Context: an optimization exercise on an open-source flow, tuned for a short achievable clock period and few clock cycles. The choices shown serve that exercise and are no tape-out recipe. In this exercise RTL edits were held to simulation tests only and were not proved equivalent to the original. Power figures rest on the tool's default switching activity, not on a simulated workload.

==> flow/design.v <==
module ks_level_tn #(parameter int W = 72, parameter int D = 1) (
  input  logic [W-1:0] g_i, p_i,
  output logic [W-1:0] gn_o, pn_o
);
  for (genvar i = 0; i < W; i++) begin : g_b
    if (i >= D) begin : g_m
      assign gn_o[i] = !(g_i[i] | (p_i[i] & g_i[i-D]));
      assign pn_o[i] = !(p_i[i] & p_i[i-D]);
    end else begin : g_c
      assign gn_o[i] = !g_i[i];
      assign pn_o[i] = !p_i[i];
    end
  end
endmodule
module ks_level_nt #(parameter int W = 72, parameter int D = 1) (
  input  logic [W-1:0] gn_i, pn_i,
  output logic [W-1:0] g_o, p_o
);
  for (genvar i = 0; i < W; i++) begin : g_b
    if (i >= D) begin : g_m
      assign g_o[i] = !(gn_i[i] & (pn_i[i] | gn_i[i-D]));
      assign p_o[i] = !(pn_i[i] | pn_i[i-D]);
    end else begin : g_c
      assign g_o[i] = !gn_i[i];
      assign p_o[i] = !pn_i[i];
    end
  end
endmodule
module ks_pre #(parameter int W = 72) (
  input  logic [W-1:0] a_i, b_i,
  output logic [W-1:0] g_o, p_o
);
  assign g_o = a_i & b_i;
  assign p_o = a_i ^ b_i;
endmodule
module ks_post #(parameter int W = 72, parameter bit CN = 1'b0) (
  input  logic [W-1:0] p_i, c_i,
  output logic [W-1:0] s_o
);
  logic [W-1:0] c;
  assign c   = CN ? ~c_i : c_i;
  assign s_o = p_i ^ {c[W-2:0], 1'b0};
endmodule
module cpa #(parameter int W = 72) (input logic [W-1:0] a_i, b_i, output logic [W:0] s_o);
  localparam int L = (W > 64) ? 7 : (W > 32) ? 6 : (W > 16) ? 5 : 4;   
  logic [W-1:0] g [0:L];
  logic [W-1:0] p [0:L];
  ks_pre #(.W(W)) u_pre (.a_i(a_i), .b_i(b_i), .g_o(g[0]), .p_o(p[0]));
  for (genvar l = 0; l < L; l++) begin : g_l
    if (l % 2 == 0) begin : g_tn
      ks_level_tn #(.W(W), .D(1 << l)) u_l (.g_i(g[l]), .p_i(p[l]), .gn_o(g[l+1]), .pn_o(p[l+1]));
    end else begin : g_nt
      ks_level_nt #(.W(W), .D(1 << l)) u_l (.gn_i(g[l]), .pn_i(p[l]), .g_o(g[l+1]), .p_o(p[l+1]));
    end
  end
  ks_post #(.W(W), .CN(L % 2 == 1)) u_post (.p_i(p[0]), .c_i(g[L]), .s_o(s_o[W-1:0]));
  assign s_o[W] = (L % 2 == 1) ? !g[L][W-1] : g[L][W-1];
endmodule
module mul_acc_stream #(
  parameter int ACC_W = 72,
  parameter int CNT_W = 16
) (
  input  logic             clk,
  input  logic             rst,
  input  logic             clear,
  input  logic             in_valid,
  output logic             in_ready,
  input  logic [31:0]      in_a,
  input  logic [31:0]      in_b,
  input  logic             in_last,
  output logic             out_valid,
  input  logic             out_ready,
  output logic [ACC_W-1:0] out_acc,
  output logic [CNT_W-1:0] out_count,
  output logic             out_overflow
);
  localparam int R = 3;
  logic             live_q;    
  logic             full_q;    
  logic [CNT_W-1:0] cnt_q;     
  logic             ovf_q;     
  logic [R-1:0][ACC_W-1:0] rows_q;
  localparam int NP = (R == 2) ? 7 : 10;
  localparam int NA = NP + R;
  function automatic integer nrows(input integer n0, input integer nout, input integer lvl);
    integer n;
    integer l;
    begin
      n = n0;
      for (l = 0; l < lvl; l = l + 1) begin
        if (n > nout) n = 2 * (n / 3) + (n % 3);
      end
      nrows = n;
    end
  endfunction
  function automatic integer nlevels(input integer n0, input integer nout);
    integer n;
    integer l;
    begin
      n = n0;
      l = 0;
      while (n > nout) begin
        n = 2 * (n / 3) + (n % 3);
        l = l + 1;
      end
      nlevels = l;
    end
  endfunction
  localparam int LP = nlevels(32, NP);
  localparam int LA = nlevels(NA, R);
  logic take_s, accept_s, keep_s;
  assign take_s   = full_q && out_ready && !clear;
  assign in_ready = !full_q || out_ready;
  assign accept_s = in_valid && in_ready && !clear;
  assign keep_s   = live_q || (full_q && !out_ready);
  logic [63:0] pt [0:LP][0:31];
  for (genvar i = 0; i < 32; i++) begin : g_pp
    assign pt[0][i] = in_b[i] ? (64'(in_a) << i) : '0;
  end
  for (genvar lvl = 0; lvl < LP; lvl++) begin : g_pl
    localparam int N = nrows(32, NP, lvl);
    localparam int G = N / 3;
    for (genvar g = 0; g < G; g++) begin : g_fa
      logic [63:0] x, y, z, c;
      assign x = pt[lvl][3*g];
      assign y = pt[lvl][3*g+1];
      assign z = pt[lvl][3*g+2];
      assign c = (x & y) | (x & z) | (y & z);
      assign pt[lvl+1][2*g]   = x ^ y ^ z;
      assign pt[lvl+1][2*g+1] = {c[62:0], 1'b0};
    end
    for (genvar j = 3*G; j < N; j++) begin : g_pass
      assign pt[lvl+1][2*G+j-3*G] = pt[lvl][j];
    end
    for (genvar k = 2*G+N-3*G; k < 32; k++) begin : g_zero
      assign pt[lvl+1][k] = '0;
    end
  end
  logic [ACC_W-1:0] at [0:LA][0:NA-1];
  logic [NA-1:0]    adrop [0:LA];
  for (genvar r = 0; r < NP; r++) begin : g_ain
    assign at[0][r] = accept_s ? ACC_W'(pt[LP][r]) : '0;
  end
  for (genvar r = 0; r < R; r++) begin : g_aacc
    assign at[0][NP+r] = keep_s ? rows_q[r] : '0;
  end
  assign adrop[LA] = '0;
  for (genvar lvl = 0; lvl < LA; lvl++) begin : g_al
    localparam int N = nrows(NA, R, lvl);
    localparam int G = N / 3;
    for (genvar g = 0; g < G; g++) begin : g_fa
      logic [ACC_W-1:0] x, y, z, c;
      assign x = at[lvl][3*g];
      assign y = at[lvl][3*g+1];
      assign z = at[lvl][3*g+2];
      assign c = (x & y) | (x & z) | (y & z);
      assign at[lvl+1][2*g]   = x ^ y ^ z;
      assign at[lvl+1][2*g+1] = {c[ACC_W-2:0], 1'b0};
      assign adrop[lvl][g]    = c[ACC_W-1];
    end
    for (genvar j = 3*G; j < N; j++) begin : g_pass
      assign at[lvl+1][2*G+j-3*G] = at[lvl][j];
    end
    for (genvar k = 2*G+N-3*G; k < NA; k++) begin : g_zero
      assign at[lvl+1][k] = '0;
    end
    for (genvar k = G; k < NA; k++) begin : g_nodrop
      assign adrop[lvl][k] = 1'b0;
    end
  end
  logic [R-1:0][ACC_W-1:0] tree_out;
  logic                    tree_drop;
  for (genvar r = 0; r < R; r++) begin : g_tout
    assign tree_out[r] = at[LA][r];
  end
  always_comb begin
    tree_drop = 1'b0;
    for (int l = 0; l < LA; l++) tree_drop = tree_drop | (|adrop[l]);
  end
  always_ff @(posedge clk or posedge rst) begin
    if (rst) begin
      live_q <= 1'b0;
      full_q <= 1'b0;
      cnt_q  <= '0;
      ovf_q  <= 1'b0;
    end else if (clear) begin
      live_q <= 1'b0;
      full_q <= 1'b0;
      cnt_q  <= '0;
      ovf_q  <= 1'b0;
    end else begin
      ovf_q <= (keep_s && ovf_q) || tree_drop;
      if (accept_s) begin
        live_q <= !in_last;
        full_q <= in_last;
        cnt_q  <= !live_q ? CNT_W'(1) : (&cnt_q) ? cnt_q : cnt_q + CNT_W'(1);
      end else if (take_s) begin
        full_q <= 1'b0;
      end
    end
  end
  always_ff @(posedge clk) begin
    rows_q <= tree_out;
  end
  logic [1:0][ACC_W-1:0] fin;
  logic                  fin_drop;
  logic [ACC_W:0]        fin_sum;
  if (R == 3) begin : g_fin
    logic [ACC_W-1:0] fc;
    assign fc       = (rows_q[0] & rows_q[1]) | (rows_q[0] & rows_q[2]) | (rows_q[1] & rows_q[2]);
    assign fin[0]   = rows_q[0] ^ rows_q[1] ^ rows_q[2];
    assign fin[1]   = {fc[ACC_W-2:0], 1'b0};
    assign fin_drop = fc[ACC_W-1];
  end else begin : g_nofin
    assign fin      = rows_q;
    assign fin_drop = 1'b0;
  end
  cpa #(.W(ACC_W)) u_cpa (
    .a_i (fin[0]),
    .b_i (fin[1]),
    .s_o (fin_sum)
  );
  assign out_valid    = full_q;
  assign out_acc      = fin_sum[ACC_W-1:0];
  assign out_count    = cnt_q;
  assign out_overflow = ovf_q || fin_drop || fin_sum[ACC_W];
endmodule
Settings: LEC_CHECK=0, CAP_MARGIN=20, CORE_MARGIN=2, CORE_UTILIZATION=50, PLACE_DENSITY=0.65, SETUP_SLACK_MARGIN=4, SLEW_MARGIN=20, SYNTH_HIERARCHICAL=1; clock period 8.0 ns.
standard.sh (not shown) runs the stock make flow with config.mk's settings and CLKGATE_MAP_FILE= SYNTH_SCRIPT=/design/flow/synth_recipe.tcl, a recipe that flattens the netlist after the stock synthesis.
==> flow/flow/run.sh <==
#!/bin/bash
# The standard layout, with one change: synthesis does not map the adder
# trees to the library's full/half-adder cells (ADDER_MAP_FILE empty), so abc
# maps them to faster XOR/majority gates. Registers are untouched by this.
set -euo pipefail
bash standard.sh ADDER_MAP_FILE= finish > flow_make.log 2>&1
Testbench counts at the start, summed over its fixed seeds: cycles 3,215.
==> next run, changes <==
--- a/flow/design.v
+++ b/flow/design.v
@@ -1,28 +1,14 @@
-module ks_level_tn #(parameter int W = 72, parameter int D = 1) (
+module ks_level #(parameter int W = 72, parameter int D = 1) (
   input  logic [W-1:0] g_i, p_i,
-  output logic [W-1:0] gn_o, pn_o
-);
-  for (genvar i = 0; i < W; i++) begin : g_b
+  output logic [W-1:0] g_o, p_o
+);
+  for (genvar i = 0; i < W; i++) begin : g_i_
     if (i >= D) begin : g_m
-      assign gn_o[i] = !(g_i[i] | (p_i[i] & g_i[i-D]));
-      assign pn_o[i] = !(p_i[i] & p_i[i-D]);
+      assign g_o[i] = g_i[i] | (p_i[i] & g_i[i-D]);
+      assign p_o[i] = p_i[i] & p_i[i-D];
     end else begin : g_c
-      assign gn_o[i] = !g_i[i];
-      assign pn_o[i] = !p_i[i];
-    end
-  end
-endmodule
-module ks_level_nt #(parameter int W = 72, parameter int D = 1) (
-  input  logic [W-1:0] gn_i, pn_i,
-  output logic [W-1:0] g_o, p_o
-);
-  for (genvar i = 0; i < W; i++) begin : g_b
-    if (i >= D) begin : g_m
-      assign g_o[i] = !(gn_i[i] & (pn_i[i] | gn_i[i-D]));
-      assign p_o[i] = !(pn_i[i] | pn_i[i-D]);
-    end else begin : g_c
-      assign g_o[i] = !gn_i[i];
-      assign p_o[i] = !pn_i[i];
+      assign g_o[i] = g_i[i];
+      assign p_o[i] = p_i[i];
     end
   end
 endmodule
@@ -33,13 +19,11 @@
   assign g_o = a_i & b_i;
   assign p_o = a_i ^ b_i;
 endmodule
-module ks_post #(parameter int W = 72, parameter bit CN = 1'b0) (
+module ks_post #(parameter int W = 72) (
   input  logic [W-1:0] p_i, c_i,
   output logic [W-1:0] s_o
 );
-  logic [W-1:0] c;
-  assign c   = CN ? ~c_i : c_i;
-  assign s_o = p_i ^ {c[W-2:0], 1'b0};
+  assign s_o = p_i ^ {c_i[W-2:0], 1'b0};
 endmodule
 module cpa #(parameter int W = 72) (input logic [W-1:0] a_i, b_i, output logic [W:0] s_o);
   localparam int L = (W > 64) ? 7 : (W > 32) ? 6 : (W > 16) ? 5 : 4;   
@@ -47,14 +31,10 @@
   logic [W-1:0] p [0:L];
   ks_pre #(.W(W)) u_pre (.a_i(a_i), .b_i(b_i), .g_o(g[0]), .p_o(p[0]));
   for (genvar l = 0; l < L; l++) begin : g_l
-    if (l % 2 == 0) begin : g_tn
-      ks_level_tn #(.W(W), .D(1 << l)) u_l (.g_i(g[l]), .p_i(p[l]), .gn_o(g[l+1]), .pn_o(p[l+1]));
-    end else begin : g_nt
-      ks_level_nt #(.W(W), .D(1 << l)) u_l (.gn_i(g[l]), .pn_i(p[l]), .g_o(g[l+1]), .p_o(p[l+1]));
-    end
-  end
-  ks_post #(.W(W), .CN(L % 2 == 1)) u_post (.p_i(p[0]), .c_i(g[L]), .s_o(s_o[W-1:0]));
-  assign s_o[W] = (L % 2 == 1) ? !g[L][W-1] : g[L][W-1];
+    ks_level #(.W(W), .D(1 << l)) u_l (.g_i(g[l]), .p_i(p[l]), .g_o(g[l+1]), .p_o(p[l+1]));
+  end
+  ks_post #(.W(W)) u_post (.p_i(p[0]), .c_i(g[L]), .s_o(s_o[W-1:0]));
+  assign s_o[W] = g[L][W-1];
 endmodule
 module mul_acc_stream #(
   parameter int ACC_W = 72,
@@ -74,7 +54,7 @@
   output logic [CNT_W-1:0] out_count,
   output logic             out_overflow
 );
-  localparam int R = 3;
+  localparam int R = 2;
   logic             live_q;    
   logic             full_q;    
   logic [CNT_W-1:0] cnt_q;     
After rerunning:
- The new run passed the timing, DRC and antenna checks
- non-clock buffer count shrinks by 312
- setup slack is better by 0.078 ns
- core utilization goes down by 9.0 points
- total power drops by 3.2%
- sequential power decreases by 12%
- clock-buffer cell count goes down by 25
Testbench counts after the change, summed over its fixed seeds: cycles 3,215.

-- separate check: timing with driven ports --
In the flow no input, the clock included, has a driving cell. The finished layouts below were timed again as built, in two steps. Step 1 assumes that a clkbuf_16 drives the clock port and a buf_2 every other input. Step 2 times the ports against the registers' clock, not the clock port: input delays grow and output delays shrink by t, the midpoint of the rising clock arrivals with the driver on. a / b / c = no drivers / after step 1 / after step 2; a / b = the first two.
| run | shift t [ns] | setup WS [ns] | hold slack, ns | worst slew at a driven data input, ns | cell pins on the clock port's net |
|---|---|---|---|---|---|
| the first run | 0.670 | 2.925 / 2.818 / 2.148 | 0.542 / 0.542 / 0.542 | 0.49 | 1 |
| the second run | 0.576 | 3.003 / 2.789 / 2.213 | 0.528 / 0.528 / 0.528 | 0.38 | 1 |
After both steps setup and hold are still met in every run listed. For the second run, which loses most, drivers alone change the setup slack by -0.214 ns; drivers and shift together by -0.790 ns.
